This is an optimization exercise on Yosys and OpenROAD, whose aim is small area, not a production implementation. Only simulation tests tie the RTL to the original design; equivalence was not proved. Power figures rest on the tool's default switching activity, not on a simulated workload. No driver is modelled on the clock port, so clocking that relies on it looks cheaper here than on a real chip.

File: flow/design.v
package fetch_pkg;
    typedef logic [32-1:0] addr_t;
    typedef enum logic {
        FETCH_IDLE,
        FETCH_WAIT
    } fetch_state_t;
    typedef enum logic [6:0] {
        OP_BRANCH = 7'b1100011,
        OP_JALR   = 7'b1100111,
        OP_JAL    = 7'b1101111
    } opcode_t;
    typedef struct packed {
        logic  valid;
        addr_t tag;
        addr_t target;
    } btb_entry_t;
endpackage
module fetch_stage (
    input  logic             clk,
    input  logic             rst,
    input  logic             redirect_valid,
    input  fetch_pkg::addr_t redirect_pc,
    output logic             icache_req_valid,
    output fetch_pkg::addr_t icache_req_addr,
    input  logic             icache_req_ready,
    input  logic             icache_resp_valid,
    input  fetch_pkg::addr_t icache_resp_data,
    output logic             inst_valid,
    output fetch_pkg::addr_t inst,
    output fetch_pkg::addr_t inst_pc,
    output logic             inst_pred_taken,
    output fetch_pkg::addr_t inst_pred_target,
    input  logic             inst_ready,
    input  logic             btb_update_valid,
    input  fetch_pkg::addr_t btb_update_pc,
    input  fetch_pkg::addr_t btb_update_target
);
    localparam int NB = 32;           
    localparam int BW = 60;           
    localparam int NR = 8;            
    localparam logic [2:0] S_REQ  = 3'd0;
    localparam logic [2:0] S_WAIT = 3'd1;
    localparam logic [2:0] S_PRED = 3'd2;
    localparam logic [2:0] S_RASS = 3'd3;    
    localparam logic [2:0] S_RASB = 3'd5;    
    localparam logic [2:0] S_BTB  = 3'd6;
    localparam logic [2:0] S_SHOW = 3'd4;
    logic [2:0]    state;
    logic [31:0]   pc;
    logic [31:0]   word;
    logic [31:0]   target;
    logic          taken_q;
    logic [4:0]    ph;
    logic [2:0]    top;
    logic [3:0]    count;
    logic [NB*BW-1:0] btb;
    logic [NR*32-1:0] ras;
    assign icache_req_valid = (state == S_REQ);
    assign icache_req_addr  = {pc[31:2], 2'b00};
    assign inst_valid       = (state == S_SHOW);
    assign inst             = word;
    assign inst_pc          = pc;
    assign inst_pred_taken  = taken_q;
    assign inst_pred_target = target;
    logic       is_branch, is_jal, is_jalr, is_jump;
    logic [4:0] rd, rs1;
    logic       rd_link, rs1_link, empty, use_ras;
    assign is_branch = (word[6:0] == 7'b1100011);
    assign is_jal    = (word[6:0] == 7'b1101111);
    assign is_jalr   = (word[6:0] == 7'b1100111);
    assign is_jump   = is_jal || is_jalr;
    assign rd        = word[11:7];
    assign rs1       = word[19:15];
    assign rd_link   = (rd == 5'd1) || (rd == 5'd5);
    assign rs1_link  = (rs1 == 5'd1) || (rs1 == 5'd5);
    assign empty     = (count == 4'd0);
    assign use_ras   = is_jalr && rs1_link && !empty;
    logic [30:0] addend;
    logic [31:0] sum;
    assign addend = (state == S_BTB && is_jal)
                    ? {{12{word[31]}}, word[19:12], word[20], word[30:21]}
                    : 31'd2;
    assign sum    = {pc[31:1] + addend, pc[0]};
    logic [BW-1:0] row0;
    logic          hit, taken;
    assign row0  = btb[BW-1:0];
    assign hit   = row0[BW-1] && (row0[58:32] == {pc[31:7], pc[1:0]});
    assign taken = is_jump || (is_branch && hit);
    logic ras_rd, btb_rd, ras_wr, ras_at_top;
    assign ras_at_top = (ph[2:0] == top);
    assign ras_rd = (state == S_PRED) && use_ras && ras_at_top;
    assign btb_rd = (state == S_BTB) && (ph == pc[6:2]);
    assign ras_wr = (state == S_RASS || state == S_RASB) && ras_at_top;
    logic r_push, r_pop, r_repl;
    assign r_pop  = is_jump && !rd_link && rs1_link;
    assign r_repl = is_jump && rd_link && rs1_link && (rd != rs1) && !empty;
    assign r_push = is_jump && rd_link && !r_repl;
    always_ff @(posedge clk) begin
        if (rst) begin
            state <= S_REQ;
            pc    <= 32'haaaaa000;
            count <= 4'd0;
            top   <= 3'd0;
            ph    <= 5'd0;
        end else begin
            ph <= ph + 5'd1;
            if (redirect_valid) begin
                state <= S_REQ;
                pc    <= redirect_pc;
                count <= 4'd0;
            end else begin
                case (state)
                    S_REQ:  if (icache_req_ready) state <= S_WAIT;
                    S_WAIT: if (icache_resp_valid) state <= S_PRED;
                    S_PRED: if (!use_ras || ras_at_top) begin
                        if (r_push) begin
                            top <= top + 3'd1;
                            if (count != 4'd8) count <= count + 4'd1;
                        end else if (r_pop && !empty) begin
                            top   <= top - 3'd1;
                            count <= count - 4'd1;
                        end
                        if (r_push || r_repl) begin
                            state <= use_ras ? S_RASS : S_RASB;
                        end else begin
                            state <= use_ras ? S_SHOW : S_BTB;
                        end
                    end
                    S_RASS: if (ras_at_top) state <= S_SHOW;
                    S_RASB: if (ras_at_top) state <= S_BTB;
                    S_BTB:  if (btb_rd) state <= S_SHOW;
                    S_SHOW: if (inst_ready) begin
                        state <= S_REQ;
                        pc    <= target;
                    end
                    default: state <= S_REQ;
                endcase
            end
        end
    end
    always_ff @(posedge clk) begin
        if (state == S_WAIT && icache_resp_valid) begin
            word <= icache_resp_data;
        end
        if (ras_rd) begin
            taken_q <= 1'b1;
            target  <= ras[31:0];
        end
        if (btb_rd) begin
            taken_q <= taken;
            if (taken && hit) begin
                target <= row0[31:0];
            end else begin
                target <= sum;
            end
        end
    end
    logic [4:0]    phn;
    logic [4:0]    wpos, kpos;
    logic [BW-1:0] wrow;
    logic [NB-1:0] wsel_n, keep_n;
    assign wpos = btb_update_pc[6:2] - ph - 5'd1;
    assign kpos = btb_update_pc[6:2] + phn;
    assign wrow = {1'b1, btb_update_pc[31:7], btb_update_pc[1:0], btb_update_target};
    always_ff @(posedge clk) begin
        if (rst) phn <= 5'h1f;
        else     phn <= phn - 5'd1;
    end
    always_comb begin
        for (int j = 0; j < NB; j++) begin
            wsel_n[j] = !(btb_update_valid && (wpos == 5'(j)));
            keep_n[j] = btb_update_valid && (kpos == 5'(j));
        end
    end
    always_ff @(posedge clk) begin
        for (int j = 0; j < NB; j++) begin
            btb[j*BW +: BW] <= ~(({BW{wsel_n[j]}} | ~(wrow ^ {BW{j[0]}}))
                                & ({BW{keep_n[j]}} | btb[((j+1)%NB)*BW +: BW]));
            if (rst) begin
                btb[j*BW+BW-1] <= j[0];
            end
        end
    end
    always_ff @(posedge clk) begin
        for (int j = 0; j < NR-1; j++) begin
            ras[j*32 +: 32] <= ras[(j+1)*32 +: 32];
        end
        if (ras_wr) begin
            ras[(NR-1)*32 +: 32] <= sum;
        end else begin
            ras[(NR-1)*32 +: 32] <= ras[31:0];
        end
    end
endmodule
File: flow/flow/run.sh
#!/bin/bash
# Standard layout with buf_1 port buffers and a clock tree without dummy loads.
# Each tool's output goes to a log of its own in this folder.
set -euo pipefail
bash standard.sh \
  BUFFER_PORTS_ARGS="-buffer_cell sky130_fd_sc_hd__buf_1" \
  CTS_ARGS="-sink_clustering_enable -repair_clock_nets -dont_use_dummy_load -sink_clustering_size 30 -sink_clustering_max_diameter 100" \
  finish > standard_make.log 2>&1
File: flow/standard.sh
#!/bin/bash
# synth_recipe.tcl (not shown) runs the flow's synth.tcl, then flattens the netlist and writes it again
# the make line also repeats each setting of config.mk as NAME=value (left out here)
make -C /OpenROAD-flow-scripts/flow DESIGN_CONFIG=/design/flow/config.mk WORK_HOME=/design/flow/orfs CLKGATE_MAP_FILE= SYNTH_SCRIPT=/design/flow/synth_recipe.tcl "${@:-finish}"
File: flow/config.mk
export PLATFORM = sky130hd
export DESIGN_NAME = fetch_stage
export DESIGN_NICKNAME = fetch_stage
export VERILOG_FILES = /design/flow/design.v
export SDC_FILE = /design/flow/constraint.sdc
export NUM_CORES = 4
export LEC_CHECK = 0
export ABC_AREA = 1
export CAP_MARGIN = 5
export CORE_MARGIN = 2
export CORE_UTILIZATION = 72
export CTS_CLUSTER_DIAMETER = 100
export CTS_CLUSTER_SIZE = 30
export SLEW_MARGIN = 5
File: flow/constraint.sdc
create_clock -name core_clock -period 6.0 [get_ports {clk}]
set_input_delay 1.2000 -clock core_clock [delete_from_list [all_inputs] [get_ports {clk}]]
set_output_delay 1.2000 -clock core_clock [all_outputs]
set_load 0.01 [all_outputs]
==> key figures <==
Floorplan
  • Area of the core: 93200 um^2
  • Rows: between 100 and 150
  • Die Y: 310 um
  • Starting Density: ~73%
  • Die area: between 90000 and 100000 um^2
  • # IOs: 266
  • Die Width: roughly 310 um

Synth
  • Syn Area/Cell: 11.0 um^2
  • Seq/Total Area, Yosys: 68.9%
  • Yosys warns: 1
  • Dominant synthesized flop cell: dfxtp_1
  • Asr flop ratio synth: 0%
  • Syn Inst Count: 6121
  • Flops & latches, synth: 2293
  • Mapped Area: 67600 um^2
  • Count of cell types in the netlist: 50
  • Post-synth EDFFs: 65

Clock tree
  • Clock latency (worst-skew pair): roughly 0.72 ns
  • TritonCTS buffer count: 86
  • CTS clk-pin slew, worst paths: 0.12 ns
  • Worst-case clock buffer depth: 3
  • Postcts setup bufs: 0
  • CTS tree: done
  • Hold_buf cts: 0
  • Post-cts sizing count: 0
  • Clock sinks: 2293
  • CTS root buf: clkbuf_16
  • H-tree depth: 3

Power and ir drop
  • Cell Pwr Density: a little over 500 nW/um^2
  • Worst vdd ir: 399 uV
  • Overall Power: 36.3 mW
  • Static leakage: ~28 nW

Critical path
  • CP max FO: 12
  • Worst setup EP type: flip-flop
  • R2r startpoint: word[4]
  • Setup CP Type: flip-flop to flip-flop
  • Worst Path Required: 6.46 ns
  • CP arrival: 5.17 ns
  • Startpoint types: flip-flop
  • Worst R2R Setup Slack: 1.29 ns
  • Worst r2r dst: target[29]
  • Worst Setup EP: target[29]
  • CP Launch Point: word[4]
  • R2R depth: 21

Drt
  • Routed WL: slightly above 200000 um
  • Vias per cell: 6.90
  • # DRC: 0
  • Pre-antenna DRT Iters: 6
  • Routed via count: 49.6k
  • Routed Antenna Nets: 0
  • DRT iter0 DRCs: ~6.4k
  • Drt wl/cell: between 20 and 30 um

Global routing
  • Vias in the first global route: 46.5k
  • Gr ovfl total: 0
  • Largest net degree at the start of global routing: 61
  • GRT Resource Usage Total: 41.3%
  • Initial antenna violation count: 17
  • First-pass GRT wire length: 299000 um

Placement
  • Placer Congestion: 0.946
  • Detailed placer's ending HPWL: roughly 120000 um
  • DP Area: between 60000 and 70000 um^2
  • IO buf count: 263

Layout
  • Share of layout cells above drive strength 1: 5.03%
  • Final nets: 6101
  • Fillers: 6265
  • Synthesis-to-layout area growth: 4.90%
  • Post-route cell area: ~71000 um^2

Hold path
  • Min-delay worst type: flip-flop to flip-flop
  • Worst Hold Launch: ras[57]

Timing
  • Fin crit period: 4.71 ns
  • Final Max Tran Viols: 0
  • Max Fclk: ~210 MHz
  • Final setup viols: 0
  • Clock Skews: 0.0496 ns
  • Slew HR: 21.0%
  • Final hold vios: 0
  • RSZ-0062 raised after global routing: false
  • Setup Total Neg Slack: 0 ns
  • Part of the cycle the worst path needs: about four fifths
  • Actual slew at the worst max-slew pin: about 1.2 ns

Job
  • Max-Cap Viols: 0

Outcome
  • Outcome: finished clean
final cells by class:
| cell class | instances | area [um^2] | share of cell area (%) |
|---|---|---|---|
| tap | 1254 | 1570 | 2.21 |
| antenna | 14 | 35.0 | 0.0494 |
| multi-input combinational | 2945 | 17800 | 25.0 |
| timing repair buffer | 366 | 1960 | 2.76 |
| clock buffer | 86 | 2150 | 3.03 |
| sequential | 2293 | 46600 | 65.6 |
| inverter | 237 | 890 | 1.25 |
critical path: stages, from the launching register on:
cell and delay [ns]:
edfxtp_1 0.48, nand3b_1 0.27, nor2_1 0.47, nand2_1 0.45, or2_2 0.44, fa_1 0.49
nand2_1 0.13, nor2_1 0.04, nor2_1 0.15, o21ai_0 0.16, nand2_1 0.09, nand2_1 0.13
nand2_1 0.09, nand2_1 0.11, nand2_1 0.10, nand3_2 0.10, nand2_1 0.13, nand2_1 0.06
nand2_1 0.08, nand3_1 0.24, nand2_1 0.20, nand2_1 0.07
Yosys cell counts (all sizes together) (11+ instances only):
cell / count / area share (%)
inv: 235 / 1.3
nand2: 421 / 2.4
o22ai: 1902 / 18
ha: 32 / 0.59
buf: 243 / 1.9
o21ai: 101 / 0.75
nand4: 19 / 0.20
nand3: 55 / 0.43
clkbuf: 404 / 2.2
o311ai: 11 / 0.14
xnor2: 31 / 0.40
a21oi: 39 / 0.29
nor2: 205 / 1.3
edfxtp: 65 / 2.9
dfxtp: 2228 / 66
o21a: 19 / 0.21
a31oi: 23 / 0.21
xor2: 24 / 0.31
per-stage QoR:
stage               setup slack, ns  hold WS (ns)  utilization (%)  instances
detailed placement             1.47         0.312             73.8       7095
global route                   1.07         0.330             76.1       7193
finish                         1.29         0.318             76.1       7195
floorplan                      2.08         0.310                -       6122
global placement               1.55         0.310             73.8       7095
CTS                            1.48         0.324             76.1       7181
where the power goes:
group          leakage (nW)  internal (mW)  switching [mW]
Sequential             19.5           21.7            2.28
Clock                  1.06           2.60            4.35
Combinational          7.07           2.73            2.66
routing by layer:
metal	wire length (um)	vias to the layer above	track usage (%)
li1	-	21600	-
met1	83000	24400	58.2
met2	87000	3071	59.7
met3	22800	528	9.77
met4	11400	8	21.2
met5	96	-	0.607
cells by family (layout without fill, tap and decap cells):
| family | Yosys count | count (layout) | synth area share [%] |
|---|---|---|---|
| AOI/OAI and AO/OA | 2119 | 2119 | 19.5 |
| xor gates and xnor gates | 55 | 55 | 0.713 |
| adders and majority gates | 37 | 37 | 0.740 |
| buffers and inverters | 884 | 689 | 5.49 |
| DFF | 2293 | 2293 | 68.9 |
| other | 1 | 16 | 0.00555 |
| and+or+nand+nor | 732 | 732 | 4.70 |
worst min path at each step:
| stage | slack (ns) | end | depth (start not counted) |
|---|---|---|---|
| floorplan | 0.31 | ras[0] | 0 |
| global placement | 0.31 | ras[118] | 0 |
| detailed placement | 0.31 | ras[118] | 0 |
| CTS | 0.32 | ras[25] | 0 |
| global route | 0.33 | ras[25] | 0 |
| finish | 0.32 | ras[25] | 0 |
registers in the layout, summed over array words and instances (netlist names):
register / count
btb: 1920
ras: 256
pc: 32
target: 32
word: 32
ph: 5
phn: 5
count: 4
state: 3
top: 3
taken_q: 1
cells in the final DEF (no fill, tap or decap), types with 4 or more instances in the layout:
cell type / count
a21oi_1: 39
a31oi_1: 23
buf_1: 263
buf_12: 16
buf_4: 87
clkbuf_16: 86
dfxtp_1: 2228
diode_2: 14
edfxtp_1: 65
fa_1: 5
ha_1: 32
inv_1: 231
inv_2: 4
nand2_1: 375
nand2_2: 19
nand2_4: 27
nand3_1: 53
nand3b_1: 5
nand4_1: 18
nor2_1: 159
nor2_2: 4
nor2_4: 42
nor3_1: 6
nor4_1: 4
o211ai_1: 5
o21a_1: 19
o21ai_0: 85
o21ai_1: 15
o22ai_1: 1902
o311ai_0: 11
o41ai_1: 10
or2_1: 5
or2_2: 5
xnor2_1: 31
xor2_1: 24

afterwards: timing with drivers on the ports:
No port has a modelled driver above. Below, the same layout with a new extraction and two added sets of constraints.
Step 1, drivers: a clkbuf_16 drives clk and a buf_2 each remaining input, both assumed.
Step 2, shift: input delay + t, output delay - t, t = (earliest + latest rising clock arrival at the registers) / 2. This alone moves slack from input paths to output paths.
Slacks: ideal ports / drivers / drivers and shift; pairs: ideal ports / drivers.
shift t [ns]: 0.771
setup WS [ns]: 1.292 / 1.292 / 1.246
hold slack, ns: 0.318 / 0.318 / 0.318
worst register clock-pin slew, ns: 0.12 / 0.12
worst slew at a driven data input, ns: 0.15
After both steps this run still meets setup and hold. For this run, drivers alone change the setup slack by 0.000 ns; drivers and shift together by -0.046 ns.
